Source: an optimization exercise on an open RTL-to-GDS flow (aim: small area, a short achievable clock period and few clock cycles per item). Production flows keep margins and buffers that such runs may drop.
At most, simulation tests tie the RTL to the original design; equivalence was not proved.
Power and IR drop assume default switching activity.

==> try-violet <==
Design laser_sched, start of the top module:
module laser_sched (
   input  logic       CLK,
   input  logic       RST,
   input  logic [3:0] X,
   input  logic [3:0] Y,
   output logic [3:0] C1X,
   output logic [3:0] C1Y,
   output logic [3:0] C2X,
   output logic [3:0] C2Y,
   output logic       DONE
);
   localparam int NPTS = 40;
   function automatic logic gt6(input logic [5:0] a, input logic [5:0] b);
      logic g;
      g = 1'b0;
      for (int k = 0; k < 6; k++) g = (a[k] & ~b[k]) | ((a[k] | ~b[k]) & g);
      gt6 = g;
   endfunction
   function automatic logic ge6(input logic [5:0] a, input logic [5:0] b);
      logic g;
      g = 1'b1;
      for (int k = 0; k < 6; k++) g = (a[k] & ~b[k]) | ((a[k] | ~b[k]) & g);
      ge6 = g;
   endfunction
   function automatic logic ge4(input logic [3:0] a, input logic [3:0] b);
      logic g;
      g = 1'b1;
      for (int k = 0; k < 4; k++) g = (a[k] & ~b[k]) | ((a[k] | ~b[k]) & g);
      ge4 = g;
   endfunction
   logic [7:0]      pts [NPTS];
   logic [NPTS-1:0] u;
   logic            loading;
   logic            pre;
   logic            scanning;    
   logic            bv;          
   logic            done_r;
   logic [5:0]      idx;
   logic [3:0]      row [4];     
   logic [3:0]      brow;        
   logic [4:0]      sra [16];    
   logic [3:0]      srb [16];
   logic [5:0]      tr;          
   logic            which;       
   logic [3:0]      pass;
   logic [5:0]      prev_b;      
   logic [5:0]      prev_u;
  ...
export LEC_CHECK = 0
export CAP_MARGIN = 20
export CORE_MARGIN = 2
export CORE_UTILIZATION = 40
export SLEW_MARGIN = 20
export SYNTH_HIERARCHICAL = 1
export SYNTH_MINIMUM_KEEP_SIZE = 0
create_clock -name core_clock -period 35.0 [get_ports {CLK}]
standard.sh (not shown) runs the stock make flow with config.mk's settings and CLKGATE_MAP_FILE= SYNTH_SCRIPT=/design/flow/synth_recipe.tcl, a recipe that flattens the netlist after the stock synthesis.
==> flow/flow/run.sh <==
#!/bin/bash
# Layout flow: the standard synthesis, then the combinational logic is
# re-mapped by ABC with a stronger script (flip-flops, full-adder cells and
# tie cells kept as they are, so every register keeps its name and cell), then
# the standard layout from floorplan to finish.
set -euo pipefail
W=$(pwd)
R=$W/orfs/results/$FLOW_PLATFORM/laser_sched/base
LIB=$FLOW_HOME/platforms/$FLOW_PLATFORM/lib/sky130_fd_sc_hd__tt_025C_1v80.lib

# 1. standard synthesis (writes 1_2_yosys.v and 1_synth.odb)
bash standard.sh synth > $W/log_1_synth.log 2>&1

# 2. re-map the combinational logic
DU=$(grep -o -- "-dont_use [A-Za-z0-9_]*" $W/orfs/logs/$FLOW_PLATFORM/laser_sched/base/1_2_yosys.log | sort -u | tr '\n' ' ')
cp $R/1_2_yosys.v $W/std_1_2_yosys.v
# cells kept as they are: every flip-flop or latch type, full adders, ties
KEEP=$(grep -o 'sky130_fd_sc_hd__[a-z0-9_]*' $W/std_1_2_yosys.v | sort -u | grep -E '__(df|edf|sdf|dl|fa_|conb)' | tr '\n' ' ')
cat > $W/resynth.ys <<EOS
read_liberty -ignore_miss_func $LIB
read_verilog $W/std_1_2_yosys.v
hierarchy -top $FLOW_TOP
blackbox $KEEP
flatten
opt_clean -purge
abc -liberty $LIB -script $W/flow/resynth.abc $DU
opt_clean -purge
setundef -zero
hilomap -singleton -hicell sky130_fd_sc_hd__conb_1 HI -locell sky130_fd_sc_hd__conb_1 LO
insbuf -buf sky130_fd_sc_hd__buf_4 A X
opt_clean -purge
check
stat -liberty $LIB
write_verilog -noattr -nohex -nodec $W/resynth.v
EOS
yosys -l $W/log_2_resynth.log $W/resynth.ys > /dev/null 2>&1

# 3. the re-mapped netlist replaces synthesis's; rebuild 1_synth.odb from it
cp $W/resynth.v $R/1_2_yosys.v
rm -f $R/1_synth.odb $R/1_synth.sdc
bash standard.sh synth > $W/log_3_synth_odb.log 2>&1

# 4. standard layout, floorplan to finish; writes out/final.def. The port
#    buffers are buf_4 cells.
BUFFER_PORTS_ARGS="-buffer_cell sky130_fd_sc_hd__buf_4" bash standard.sh finish > $W/log_4_layout.log 2>&1
==> flow/flow/resynth.abc <==
strash
&get -n
&deepsyn -J 30 -T 300
&put
dch -f
map -D 7000
topo
buffer
upsize -D 7000
dnsize -D 7000
==> inputs of try-willow, as changes to try-violet <==
--- a/flow/design.v
+++ b/flow/design.v
@@ -268,33 +268,25 @@
       l2i  = pick4(l1s[0], l1s[1], l1s[2], l1s[3]);
       rmax = l1s[l2i];
       rarg = {l2i, l1i[l2i]};
    end
    logic       upd;
    logic [5:0] nbest;
    logic [7:0] nidx;
    logic [6:0] pm;
-   logic       reach;
    logic       scan_end;
    logic       finish;
-   always_comb begin
-      reach = ge6(best, tr);
-      upd   = 1'b0;
-      for (int cx = 0; cx < 16; cx++) begin
-         reach = reach | ge6(sr[cx], tr);
-         upd   = upd | gt6(sr[cx], best);
-      end
-   end
+   assign upd      = gt6(rmax, best);
    assign nbest    = upd ? rmax : best;
    assign nidx     = upd ? {brow, rarg} : best_idx;
    assign pm       = {1'b0, prev_b} + {1'b0, prev_u} - {1'b0, ucnt};
-   assign scan_end = bv && ((brow == 4'd15) || reach);
-   assign finish   = !which ? (pass != 4'd1 && best_idx == c1)
-                            : ((!pm[6] && ge6(pm[5:0], best)) || pass == 4'd8);
+   assign scan_end = bv && ((brow == 4'd15) || ge6(rmax, tr) || ge6(best, tr));
+   assign finish   = !which ? (pass != 4'd1 && (upd ? ({brow, rarg} == c1) : (best_idx == c1)))
+                            : ((!pm[6] && ge6(pm[5:0], rmax) && ge6(pm[5:0], best)) || pass == 4'd8);
    always_ff @(posedge CLK) begin
       pts[0] <= loading ? {Y, X} : pts[NPTS-1];
       u[0]   <= loading ? u_in : pre ? unew[NPTS-1] : u[NPTS-1];
       for (int i = 1; i < NPTS; i++) begin
          pts[i] <= pts[i-1];
          u[i]   <= pre ? unew[i-1] : u[i-1];
       end
    end
@@ -312,21 +304,21 @@
             scanning <= 1'b1;
             idx      <= '0;
          end else begin
             idx <= idx + 6'd1;
          end
       end else if (scan_end) begin
          scanning <= 1'b0;
          bv       <= 1'b0;
-         pre      <= 1'b1;
+         if (finish) done_r <= 1'b1;
+         else        pre    <= 1'b1;
       end else if (pre) begin
-         pre <= 1'b0;
-         if (finish) done_r   <= 1'b1;
-         else        scanning <= 1'b1;
+         pre      <= 1'b0;
+         scanning <= 1'b1;
       end else if (scanning || bv) begin
          bv <= scanning;
          if (row[0] == 4'd15) scanning <= 1'b0;
       end else if (done_r) begin
          done_r  <= 1'b0;
          loading <= 1'b1;
       end
    end
@@ -371,18 +363,20 @@
          best_idx <= '0;
       end else if (bv) begin
          best     <= nbest;
          best_idx <= nidx;
       end
    end
    assign DONE = done_r;
    always_ff @(posedge CLK) begin
-      o1 <= which ? c1 : best_idx;
-      o2 <= which ? best_idx : c2;
+      if (bv) begin
+         o1 <= which ? c1 : nidx;
+         o2 <= which ? nidx : c2;
+      end
    end
    assign C1X  = o1[3:0];
    assign C1Y  = o1[7:4];
    assign C2X  = o2[3:0];
    assign C2Y  = o2[7:4];
 endmodule
 module laser_sched_fa (input logic a, input logic b, input logic c, output logic s, output logic co);
    assign s  = a ^ b ^ c;
--- a/flow/flow/run.sh
+++ b/flow/flow/run.sh
@@ -1,31 +1,29 @@
 #!/bin/bash
 # Layout flow: the standard synthesis, then the combinational logic is
-# re-mapped by ABC with a stronger script (flip-flops, full-adder cells and
-# tie cells kept as they are, so every register keeps its name and cell), then
+# re-mapped by ABC with a stronger script (flip-flops, adder cells and tie
+# cells kept as they are, so every register keeps its name and cell), then
 # the standard layout from floorplan to finish.
 set -euo pipefail
 W=$(pwd)
 R=$W/orfs/results/$FLOW_PLATFORM/laser_sched/base
 LIB=$FLOW_HOME/platforms/$FLOW_PLATFORM/lib/sky130_fd_sc_hd__tt_025C_1v80.lib
 
 # 1. standard synthesis (writes 1_2_yosys.v and 1_synth.odb)
 bash standard.sh synth > $W/log_1_synth.log 2>&1
 
 # 2. re-map the combinational logic
 DU=$(grep -o -- "-dont_use [A-Za-z0-9_]*" $W/orfs/logs/$FLOW_PLATFORM/laser_sched/base/1_2_yosys.log | sort -u | tr '\n' ' ')
 cp $R/1_2_yosys.v $W/std_1_2_yosys.v
-# cells kept as they are: every flip-flop or latch type, full adders, ties
-KEEP=$(grep -o 'sky130_fd_sc_hd__[a-z0-9_]*' $W/std_1_2_yosys.v | sort -u | grep -E '__(df|edf|sdf|dl|fa_|conb)' | tr '\n' ' ')
 cat > $W/resynth.ys <<EOS
 read_liberty -ignore_miss_func $LIB
 read_verilog $W/std_1_2_yosys.v
 hierarchy -top $FLOW_TOP
-blackbox $KEEP
+blackbox sky130_fd_sc_hd__dfxtp_1 sky130_fd_sc_hd__dfxtp_2 sky130_fd_sc_hd__dfxtp_4 sky130_fd_sc_hd__dfrtp_1 sky130_fd_sc_hd__dfstp_1 sky130_fd_sc_hd__edfxtp_1 sky130_fd_sc_hd__fa_1 sky130_fd_sc_hd__ha_1 sky130_fd_sc_hd__conb_1
 flatten
 opt_clean -purge
 abc -liberty $LIB -script $W/flow/resynth.abc $DU
 opt_clean -purge
 setundef -zero
 hilomap -singleton -hicell sky130_fd_sc_hd__conb_1 HI -locell sky130_fd_sc_hd__conb_1 LO
 insbuf -buf sky130_fd_sc_hd__buf_4 A X
 opt_clean -purge
==> flow/config.mk (replaced) <==
export PLATFORM = sky130hd
export DESIGN_NAME = laser_sched
export DESIGN_NICKNAME = laser_sched
export VERILOG_FILES = /design/flow/design.v
export SDC_FILE = /design/flow/constraint.sdc
export NUM_CORES = 4
export LEC_CHECK = 0
export CAP_MARGIN = 20
export CORE_MARGIN = 2
export CORE_UTILIZATION = 55
export CTS_CLUSTER_DIAMETER = 60
export CTS_CLUSTER_SIZE = 30
export SLEW_MARGIN = 20
export SYNTH_HIERARCHICAL = 1
export SYNTH_MINIMUM_KEEP_SIZE = 0
==> summary of the runs <==
Against try-violet, the clock skew of try-willow is higher by 0.020 ns. Between try-violet and try-willow, the lower final area is in try-willow (gap about 0.3%, measured against try-willow). Between try-violet and try-willow, the lower die area is in try-willow (gap 35%, measured against try-willow). Against try-violet, the register-to-register slack of try-willow is lower by 0.81 ns. Against try-violet, the via count of try-willow is lower by about 9%. Against try-violet, the count of clock-buffer cells in the layout of try-willow is lower by 47.
==> figures <==
item	try-willow	try-violet
Vias in the first global route	55200	58400
Status	timing/DRC/antenna clean	timing/DRC/antenna clean
Synth Instances	8070	8827
Worst-case setup margin in the final layout	26.54 ns	26.87 ns
Placeable core region	112000 um2	152000 um2
Worst setup path startpoint	srb[0][0]	done_r
Leakage power	33.1 nW	32.3 nW
Die span in x	340 um	395 um
Reg2Reg Launch Point	srb[0][0]	row[2][2]
Via/cell ratio	5.95	5.77
Slowest cell on the critical path	o221ai_1	dfxtp_1
Highest clock rate	0.118 GHz	0.123 GHz
Tightest slew margin relative to the limit	21.8%	14.3%
Clock-pin slew on the worst setup and hold paths	0.10 ns	0.06 ns
Testbench counts of try-willow, summed over its fixed seeds: cycles 6,553, jobs 80.
Function not checked in try-violet: the RTL went through the layout flow alone.

-- static timing again, ports no longer ideal --
Ports are ideal in the flow. The routed layouts listed here were re-timed in OpenROAD. Step 1 (the two cells are an assumption about what drives the block):
set clk [get_ports {CLK}]
set_driving_cell -lib_cell sky130_fd_sc_hd__clkbuf_16 $clk
set_driving_cell -lib_cell sky130_fd_sc_hd__buf_2 [delete_from_list [all_inputs] $clk]
Step 2 also shifts input and output timing later by t, the mid clock arrival at the registers, as if the neighbouring blocks saw the same clock. Slacks: ideal / step 1 / step 2; pairs: ideal / step 1.
run | t, ns | slack for setup (ns) | hold slack, ns | clock arrival spread, ns | worst slew at a driven data input, ns
try-violet | 0.760 | 26.865 / 26.790 / 26.951 | 0.354 / 0.354 / 0.354 | 0.035 / 0.035 | 0.08
try-willow | 0.792 | 26.535 / 26.535 / 26.535 | 0.347 / 0.347 / 0.347 | 0.055 / 0.055 | 0.03
After both steps every run listed still meets setup and hold.
